From an optimization exercise on the open Yosys and OpenROAD flow, aimed at small area, a short achievable clock period and few clock cycles per item; shortcuts taken in it are not production practice. Function was not checked in any run shown here: the RTL went through the layout flow alone. No activity file was given, so power comes from the tool's default toggle rates.

## flow/design.v (module list and top-level ports; edited modules follow where they fit)
// module systolic_array_os: 2840 lines
// module sa_fa: 4 lines
// module sa_ha: 4 lines
module systolic_array_os #(
  parameter  int N      = 4,
  parameter  int DATA_W = 8,
  parameter  int ACC_W  = 24,
  parameter  int MAX_K  = 64,
  localparam int KW     = $clog2(MAX_K + 1),
  localparam int IW     = (N > 1) ? $clog2(N) : 1
) (
  input  logic                clk,
  input  logic                reset_n,
  input  logic                start,
  input  logic [KW-1:0]       k_len,
  input  logic                in_valid,
  output logic                in_ready,
  input  logic [N*DATA_W-1:0] a_vec,
  input  logic [N*DATA_W-1:0] b_vec,
  output logic                out_valid,
  input  logic                out_ready,
  output logic [IW-1:0]       out_idx,
  output logic [N*ACC_W-1:0]  out_row,
  output logic                busy,
  output logic                done
);
  // ...
==> flow/flow/run.sh <==
#!/bin/bash
# The standard layout (standard.sh: the standard synthesis, floorplan, placement,
# CTS, routing) with three settings changed: the timing repair steps aim at a 6 ns
# setup margin (a 3 ns period) instead of the design's 9 ns period, they repair only
# the worst path (TNS_END_PERCENT=0), and the port buffers are buf_4 cells.
# Make's full output goes to standard.log; each ORFS step also keeps its own log under
# orfs/logs/.
set -euo pipefail
bash standard.sh SETUP_SLACK_MARGIN=6.0 TNS_END_PERCENT=0 \
  "BUFFER_PORTS_ARGS=-buffer_cell sky130_fd_sc_hd__buf_4" finish > standard.log 2>&1
==> flow/standard.sh <==
#!/bin/bash
# synth_recipe.tcl (not shown) runs the flow's synth.tcl, then flattens the netlist and writes it again
# the make line also repeats each setting of config.mk as NAME=value (left out here)
make -C /OpenROAD-flow-scripts/flow DESIGN_CONFIG=/design/flow/config.mk WORK_HOME=/design/flow/orfs CLKGATE_MAP_FILE= SYNTH_SCRIPT=/design/flow/synth_recipe.tcl "${@:-finish}"
==> flow/config.mk <==
export PLATFORM = sky130hd
export DESIGN_NAME = systolic_array_os
export DESIGN_NICKNAME = systolic_array_os
export VERILOG_FILES = /design/flow/design.v
export SDC_FILE = /design/flow/constraint.sdc
export NUM_CORES = 4
export LEC_CHECK = 0
export CAP_MARGIN = 20
export CORE_MARGIN = 2
export CORE_UTILIZATION = 40
export SLEW_MARGIN = 20
export SYNTH_HIERARCHICAL = 1
==> flow/constraint.sdc <==
create_clock -name core_clock -period 9.0 [get_ports {clk}]
set_input_delay 1.8000 -clock core_clock [delete_from_list [all_inputs] [get_ports {clk}]]
set_output_delay 1.8000 -clock core_clock [all_outputs]
set_load 0.01 [all_outputs]
==> impl_metrics.env, run 1 <==
export IMPL_status="no timing/DRC/antenna violations"
export IMPL_min_period_over_period_pct=37.4
export IMPL_cts_buffers_inserted=99
export IMPL_clock_latency_ps=750
export IMPL_p_clk_mw=4.19
export IMPL_h_tree_depth=3
export IMPL_path_cells="buf_4 -> a22oi_1 -> xnor2_1 -> fa_1 -> fa_1 -> fa_1 -> nor2b_1"
export IMPL_postLayoutCoreUtil_pct=45.2
export IMPL_layout_commonest_cell="a22oi_1"
export IMPL_stdcell_area_um2=64100
export IMPL_grtUsageMet3_pct=4.84
export IMPL_drc=0
export IMPL_io_buffers=177
export IMPL_synth_simple_gate_area_share_pct=9.58
export IMPL_crit_top_cell="fa_1"
export IMPL_die_width_um=382
export IMPL_slowest_delay_ps=840
export IMPL_cp_start_kind="flop"
export IMPL_worstPathMaxFanout=17
export IMPL_rsz0062_at_grt="true"
export IMPL_die_h_um=382
export IMPL_drtPass1Iterations=6
export IMPL_path_buf_inv=1
export IMPL_routedWlPerCell_um=22.0
export IMPL_swShare_pct=42.1
export IMPL_ys_top_cells_by_count="688 x dfxtp_1, 684 x a22oi_1, 664 x fa_1, 600 x xnor2_1, 540 x nor2b_1"
export IMPL_tightest_slew_ps=1180
export IMPL_io_pins=178
==> inputs of run 2 (changes only) <==
--- a/flow/config.mk
+++ b/flow/config.mk
@@ -9,3 +9,3 @@
 export CORE_MARGIN = 2
-export CORE_UTILIZATION = 40
+export CORE_UTILIZATION = 55
 export SLEW_MARGIN = 20
==> impl_metrics.env, run 2 <==
export IMPL_place_detailed_hpwl_um=98800
export IMPL_hp_class="reg2reg"
export IMPL_timing_rr_start="sel_q[2][1]"
export IMPL_clkTransAtPathRegs_ps=60
export IMPL_ys_top_cells_by_count="688 x dfxtp_1, 684 x a22oi_1, 664 x fa_1, 600 x xnor2_1, 540 x nor2b_1"
export IMPL_ys_ff_latch=808
export IMPL_initial_core_util_pct=55.4
export IMPL_switchingPower_mw=12.8
export IMPL_finalNetCount=6467
export IMPL_worstPathMaxFanout=19
export IMPL_seq_power_share_pct=25.2
export IMPL_slowest_stage="fa_2"
export IMPL_synth_ff_type="dfxtp_1"
export IMPL_crit_top_cell="buf_4"
export IMPL_layout_commonest_cell="a22oi_1"
export IMPL_grt_ovfl_total=0
export IMPL_clock_latency_ps=690
export IMPL_worstSetupPathType="reg2reg"
export IMPL_die_h_um=327
export IMPL_finalMaxSlewViolations=0
export IMPL_syn_avg_cell_area_um2=10.5
export IMPL_post_drt_via_cell_ratio=5.77
export IMPL_io_buffers=177
export IMPL_pwr_share_clk_pct=13.0
export IMPL_top_regs="acc0: 240 flops, acc1: 224 flops, accu: 112 flops"
export IMPL_async_flop_share_pct=3.96
export IMPL_synth_top_area_share_pct=24.1
export IMPL_dieArea_um2=107000
export IMPL_swShare_pct=42.1
export IMPL_cts_tree="done"
export IMPL_synthTopCellsByArea="dfxtp_1 24%, fa_1 23%, xnor2_1 9.2%"
export IMPL_clock_skew_ps=32.6
export IMPL_h_tree_depth=3
export IMPL_grt_antenna_before_repair=2
export IMPL_drt_initial_drc_count=3043
export IMPL_end_kind="flop"
export IMPL_maxCapViolations=0
export IMPL_gp_congestion=0.853
export IMPL_hold_viol=0
export IMPL_vdd_ir_drop_max_uv=221
export IMPL_top_register="acc0"
export IMPL_status="no timing/DRC/antenna violations"
export IMPL_crit_start="sel_q[2][1]"
export IMPL_die_width_um=327
export IMPL_power_frac_comb_pct=61.7
export IMPL_drive_gt1_share_pct=10.5
export IMPL_synth_edf_count=88
export IMPL_path_cells="buf_4 -> bufbuf_16 -> a22oi_2 -> nand2_2 -> ha_4 -> o211ai_1 -> a2111oi_4 -> buf_4 -> o2111ai_4 -> nand2_1 -> nand2b_1 -> fa_2 -> inv_1"
export IMPL_ys_warn_count=43
export IMPL_yosys_area_top_type="dfxtp_1"
export IMPL_grt_pass1_vias=41300
export IMPL_track_usage_pct=30.0
export IMPL_io_pins=178
export IMPL_slowest_delay_ps=530
export IMPL_power_density_nw_per_um2=479
export IMPL_wirelength_um=159000
export IMPL_grt_busiest_layer="met2"
export IMPL_setup_violations_final=0
export IMPL_cts_root_buf="clkbuf_16"
export IMPL_cts_buffers_inserted=95
export IMPL_drtPass1Iterations=7
export IMPL_coreArea_um2=103000
export IMPL_yosysMostFrequentCell="dfxtp_1"
export IMPL_tightest_slew_ps=1260
export IMPL_grtUsageMet1_pct=42.6
export IMPL_grt_pass1_wl_um=248000
export IMPL_area_delta_synth_final_pct=10.9
export IMPL_grtUsageMet3_pct=5.30
export IMPL_ctsLongestPathBuffers=3
export IMPL_internal_power_mw=17.6
export IMPL_drc=0
export IMPL_min_period_over_period_pct=38.0
export IMPL_syn_inst=5426
export IMPL_synth_fp_nets=6489
export IMPL_tns_ps=0
export IMPL_synth_cell_types=50
export IMPL_period_minus_slack_ps=3420
export IMPL_clock_sinks=808
export IMPL_n_fill_cell=8740
export IMPL_ys_seq_area_share_pct=30.1
export IMPL_largest_reg_flops=240
export IMPL_timing_slew_headroom_pct=16.2
export IMPL_num_rows=118
export IMPL_netlist_area_um2=57200
export IMPL_routedWlPerCell_um=23.2
export IMPL_total_leakage_power_nw=26.5
export IMPL_fmaxAchievable_ghz=0.292
export IMPL_layout_common_cells="681 x a22oi_1, 660 x fa_1, 631 x dfxtp_1, 600 x xnor2_1, 538 x nor2b_1"
export IMPL_met2_usage_pct=47.6
export IMPL_hp_start="wait_q"
export IMPL_grt_start_max_net_pins=199
export IMPL_critical_path_arrival_ps=3850
export IMPL_vias=39600
export IMPL_cp_start_kind="flop"
export IMPL_antenna_left=0
export IMPL_rsz0062_at_grt="true"
export IMPL_cp_required_ps=9430
export IMPL_holdWs_ps=352
==> run 2: what timing repair did <==
| action | 4_1_cts | 5_1_grt |
|---|---|---|
| gates resized for setup | 53 | 27 |
| setup buffers | 18 | 25 |
| pin swaps | 9 | 10 |
| cloned | 5 | 6 |
| hold buffers | 0 | 0 |
| endpoints found under the setup margin | 466 | 522 |
==> run 2: stage by stage <==
stage | instance area, um^2 | power [mW] | worst slack, ps | utilization, % | std cells
floorplan | 57400 | 21.1 | 5710 | - | 5426
global placement | 59300 | 25.5 | 4860 | 57.4 | 6633
detailed placement | 59300 | 25.9 | 4830 | 57.4 | 6633
CTS | 63000 | 30.4 | 5620 | 60.9 | 6836
global route | 63500 | 33.8 | 5490 | 61.4 | 6867
finish | 63500 | 30.4 | 5580 | 61.4 | 6869
==> run 2: worst paths after layout <==
path / to / slack (ps) / cells after the start
max: out_q[2][16] / 5580 / 13
min: ld_q / 350 / 0
max in group asynchronous: sel_q[3][3] / 7420 / 1
min in group asynchronous: kr_q[4] / 1110 / 1
min reg2reg: ld_q / 350 / 0
max reg2reg: out_q[2][16] / 5580 / 13
==> run 2: logic make-up after synthesis <==
| logic type | after synthesis | synth area share, % |
|---|---|---|
| AOI/OAI and AO/OA | 1046 | 13.3 |
| buffers and inverters | 816 | 5.41 |
| xor gates and xnor gates | 723 | 11.1 |
| DFF | 808 | 30.1 |
| adders and majority gates | 987 | 30.3 |
| and+or+nand+nor | 1033 | 9.58 |
| muxes | 13 | 0.256 |
==> run 2: power groups by stage <==
stage | clock network (mW) | logic [mW] | registers [mW]
after floorplan | 0 | 14.1 | 7.06
after global placement | 0 | 17.8 | 7.75
after detailed placement | 0 | 18.2 | 7.71
after CTS | 4.03 | 18.7 | 7.68
after global routing | 4.17 | 21.7 | 7.89
final | 3.97 | 18.7 | 7.67
==> run 2: per-module statistics from Yosys (local to each module, per instance) <==
module,cells inside,cell area (um^2),flops+latches
systolic_array_os,4722,43700,808
sa_fa,1,20.0,0
sa_ha,1,12.5,0
==> run 2: final cells by class <==
cell class | instances | area (um^2) | area share [%]
timing repair buffer | 304 | 2760 | 4.34
clock inverter | 46 | 394 | 0.621
multi-input combinational | 3802 | 37000 | 58.3
sequential | 808 | 17300 | 27.3
clock buffer | 134 | 2780 | 4.38
antenna | 2 | 5.00 | 0.00788
tap | 1380 | 1730 | 2.72
inverter | 393 | 1480 | 2.33
==> run 2: critical path: cells and delay by family, from the launching register on <==
kind | cells | cell delay (ps)
AOI/OAI and AO/OA | 4 | 900
and+or+nand+nor | 3 | 290
buffers and inverters | 4 | 740
adders and majority gates | 2 | 810
DFF | 1 | 420
==> run 2: layer usage <==
layer / part of all wire [%] / routed length (um)
met1: 45 / 71000
met2: 46 / 73500
met3: 6.8 / 10900
met4: 2.5 / 3920
met5: 0.016 / 26
==> inputs of run 3 (changes only) <==
--- a/flow/flow/run.sh
+++ b/flow/flow/run.sh
@@ -8,3 +8,3 @@
 set -euo pipefail
-bash standard.sh SETUP_SLACK_MARGIN=6.0 TNS_END_PERCENT=0 \
+bash standard.sh SETUP_SLACK_MARGIN=6.3 TNS_END_PERCENT=0 \
   "BUFFER_PORTS_ARGS=-buffer_cell sky130_fd_sc_hd__buf_4" finish > standard.log 2>&1
--- a/flow/config.mk
+++ b/flow/config.mk
@@ -9,3 +9,3 @@
 export CORE_MARGIN = 2
-export CORE_UTILIZATION = 55
+export CORE_UTILIZATION = 40
 export SLEW_MARGIN = 20
==> impl_metrics.env, run 3 <==
export IMPL_cts_tree="done"
export IMPL_hp_class="reg2reg"
export IMPL_rsz0062_at_grt="true"
export IMPL_grt_pass1_wl_um=254000
export IMPL_whs_path_depth=0
export IMPL_ff_latch_area_um2=17300
export IMPL_clock_latency_ps=750
export IMPL_initial_core_util_pct=40.4
export IMPL_synth_fp_nets=6489
export IMPL_swShare_pct=42.1
export IMPL_cts_buffers_inserted=99
export IMPL_clock_skew_ps=44.6
export IMPL_coreArea_um2=142000
export IMPL_io_buffers=177
export IMPL_internal_power_mw=17.6
export IMPL_status="no timing/DRC/antenna violations"
export IMPL_hold_viol=0
export IMPL_hp_start="wait_q"
export IMPL_finalNetCount=6455
export IMPL_n_fill_cell=13100
export IMPL_fin_total_pwr_mw=30.4
export IMPL_cp_start_kind="flop"
export IMPL_vias=40000
export IMPL_ys_ff_latch=808
export IMPL_synth_top_area_share_pct=24.1
export IMPL_grt_antenna_before_repair=3
export IMPL_place_ws_ps=4740
export IMPL_place_detailed_hpwl_um=102000
export IMPL_ys_seq_area_share_pct=30.1
export IMPL_largest_reg_flops=240
export IMPL_netlist_area_um2=57200
export IMPL_synth_edf_count=88
export IMPL_wirelength_um=162000
export IMPL_yosysMostFrequentCell="dfxtp_1"
export IMPL_reg2reg_slack_ps=5630
export IMPL_track_usage_pct=22.3
export IMPL_tns_ps=0
export IMPL_drt_initial_drc_count=3261
export IMPL_layout_common_cells="681 x a22oi_1, 660 x fa_1, 638 x dfxtp_1, 600 x xnor2_1, 538 x nor2b_1"
export IMPL_routedWlPerCell_um=22.0
export IMPL_power_density_nw_per_um2=475
export IMPL_reg2regPathDepth=7
export IMPL_grt_start_max_net_pins=188
export IMPL_grt_ovfl_total=0
export IMPL_vdd_ir_drop_max_uv=199
export IMPL_cts_root_buf="clkbuf_16"
export IMPL_num_rows=138
export IMPL_die_width_um=382
export IMPL_syn_avg_cell_area_um2=10.5
export IMPL_tightest_slew_ps=1180
export IMPL_r2r_end="acc1[11][7]"
export IMPL_drc=0
export IMPL_worstSetupPathType="reg2reg"
export IMPL_synth_ff_type="dfxtp_1"
export IMPL_clock_sinks=808
export IMPL_layout_commonest_cell="a22oi_1"
export IMPL_whs_endpoint="ld_q"
export IMPL_finalMaxSlewViolations=0
export IMPL_min_period_over_period_pct=37.4
export IMPL_ys_top_cells_by_count="688 x dfxtp_1, 684 x a22oi_1, 664 x fa_1, 600 x xnor2_1, 540 x nor2b_1"
export IMPL_seq_power_share_pct=25.0
export IMPL_worstPathMaxFanout=17
export IMPL_async_flop_share_pct=3.96
export IMPL_die_h_um=382
export IMPL_clkTransAtPathRegs_ps=60
export IMPL_fmaxAchievable_ghz=0.297
export IMPL_critical_path_arrival_ps=3960
export IMPL_timing_rr_start="b2_q[3][1]"
export IMPL_drive_gt1_share_pct=10.1
export IMPL_switchingPower_mw=12.8
export IMPL_grt_pass1_vias=42400
export IMPL_antenna_left=0
export IMPL_ys_warn_count=43
export IMPL_area_delta_synth_final_pct=12.0
export IMPL_gp_congestion=0.828
export IMPL_holdWs_ps=353
export IMPL_h_tree_depth=3
export IMPL_top_regs="acc0: 240 flops, acc1: 224 flops, accu: 112 flops"
export IMPL_pwr_share_clk_pct=13.8
export IMPL_dieArea_um2=146000
export IMPL_maxCapViolations=0
export IMPL_synth_cell_types=50
export IMPL_end_kind="flop"
export IMPL_cp_required_ps=9590
export IMPL_drtPass1Iterations=6
export IMPL_multi_input_area_um2=37000
export IMPL_total_leakage_power_nw=26.5
export IMPL_period_minus_slack_ps=3370
export IMPL_power_frac_comb_pct=61.2
export IMPL_synthTopCellsByArea="dfxtp_1 24%, fa_1 23%, xnor2_1 9.2%"
export IMPL_top_register="acc0"
export IMPL_ctsLongestPathBuffers=3
export IMPL_timing_slew_headroom_pct=21.0
export IMPL_io_pins=178
export IMPL_setup_violations_final=0
export IMPL_worst_slack_ps=5630
export IMPL_syn_inst=5426
export IMPL_yosys_area_top_type="dfxtp_1"
export IMPL_post_drt_via_cell_ratio=5.42
==> run 3: cell counts after synthesis <==
No cell type changed its count.
==> run 3: Yosys stat by module, one instance, submodules excluded <==
module | area (um^2) | flip-flops and latches | cells inside | copies in the design
sa_fa | 20.0 | 0 | 1 | 624
sa_ha | 12.5 | 0 | 1 | 80
systolic_array_os | 43700 | 808 | 4722 | 1
==> run 3: cell type report <==
| cell class | instances | share of cell area [%] |
|---|---|---|
| Antenna cell | 2 | 0.00781 |
| Sequential cell | 808 | 27.0 |
| Multi-Input combinational cell | 3802 | 57.7 |
| Inverter | 393 | 2.31 |
| Clock inverter | 52 | 0.918 |
| Tap cell | 1890 | 3.69 |
| Clock buffer | 135 | 4.34 |
| Timing Repair Buffer | 288 | 3.99 |
==> run 3: stage by stage <==
step	cell area, um^2	cells	utilization [%]
3_5_place_dp	60000	7150	42.3
6_report	64100	7370	45.2
4_1_cts	63900	7361	45.1
2_1_floorplan	57400	5426	-
3_3_place_gp	60000	7150	42.3
5_1_grt	64000	7368	45.2
==> run 3: routing by layer <==
layer / up-vias / part of all wire (%) / track usage [%]
met5: - / 0 / 0
met4: 0 / 2.4 / 6.39
met3: 255 / 7.9 / 4.84
met2: 1400 / 45 / 35.0
met1: 20400 / 44 / 30.9
li1: 18000 / - / -
==> run 3: cells by family after synthesis <==
kind of cell	count (synthesis)	share of synthesized area (%)
AO/OA/AOI/OAI	1046	13.3
AND/OR/NAND/NOR	1033	9.58
adder cells (fa/ha/maj)	987	30.3
buffers and inverters	816	5.41
flip-flops	808	30.1
XOR/XNOR	723	11.1
multiplexers	13	0.256
==> run 3: worst max-delay path by stage <==
stage	cells past startpoint	endpoint	from	slack, ps
final	7	acc1[11][7]	b2_q[3][1]	5630
after global routing	14	out_q[0][16]	sel_q[0][0]	5520
after CTS	14	out_q[0][16]	sel_q[0][3]	5640
after detailed placement	7	out_q[3][14]	out_ready	4740
after global placement	7	out_q[2][17]	out_ready	4760
after floorplan	16	out_q[0][17]	sel_q[0][1]	5710
==> run 3: worst max-delay path, cell delays in order (launching register included) <==
cell	delay (ps)
dfxtp_1	840
buf_4	410
a22oi_1	150
xnor2_1	200
fa_1	560
fa_1	420
fa_1	480
nor2b_1	140
==> run 3: power by group through the flow <==
| stage | logic [mW] | clock network (mW) | registers [mW] |
|---|---|---|---|
| 6_report | 18.6 | 4.19 | 7.61 |
| 5_1_grt | 21.7 | 4.41 | 7.83 |
| 4_1_cts | 18.8 | 4.28 | 7.63 |
| 3_5_place_dp | 18.3 | 0 | 7.67 |
| 3_3_place_gp | 17.7 | 0 | 7.69 |
| 2_1_floorplan | 14.1 | 0 | 7.06 |
==> run 3: repair_timing <==
item,4_1_cts,5_1_grt
cloned,6,2
hold buffers,0,0
endpoints found under the setup margin,559,563
gates resized for setup,47,19
pin swaps,9,6
setup buffers,18,4

## static timing again, ports no longer ideal
Ports are ideal in the flow. The routed layouts listed here were re-timed in OpenROAD.
Step 1 (the two cells are an assumption about what drives the block):
set clk [get_ports {clk}]
set_driving_cell -lib_cell sky130_fd_sc_hd__clkbuf_16 $clk
set_driving_cell -lib_cell sky130_fd_sc_hd__buf_2 [delete_from_list [all_inputs] $clk]
Step 2 adds t to the input delays and takes it off the output delays; t is the mean of the earliest and latest rising clock arrival at the registers after step 1. Input paths then give back, and output paths get back, about the clock's delay inside the block.
Slacks: ideal ports / drivers / drivers and shift; pairs: ideal ports / drivers.
run | t (ns) | setup slack, ns | slew at the worst register clock pin (ns) | worst data-port slew with drivers (ns)
run 1 | 0.802 | 5.631 / 5.631 / 5.006 | 0.07 / 0.07 | 0.13
run 2 | 0.754 | 5.577 / 5.577 / 5.055 | 0.06 / 0.06 | 0.06
run 3 | 0.802 | 5.631 / 5.631 / 5.006 | 0.07 / 0.07 | 0.13
After both steps every run listed still meets setup and hold.
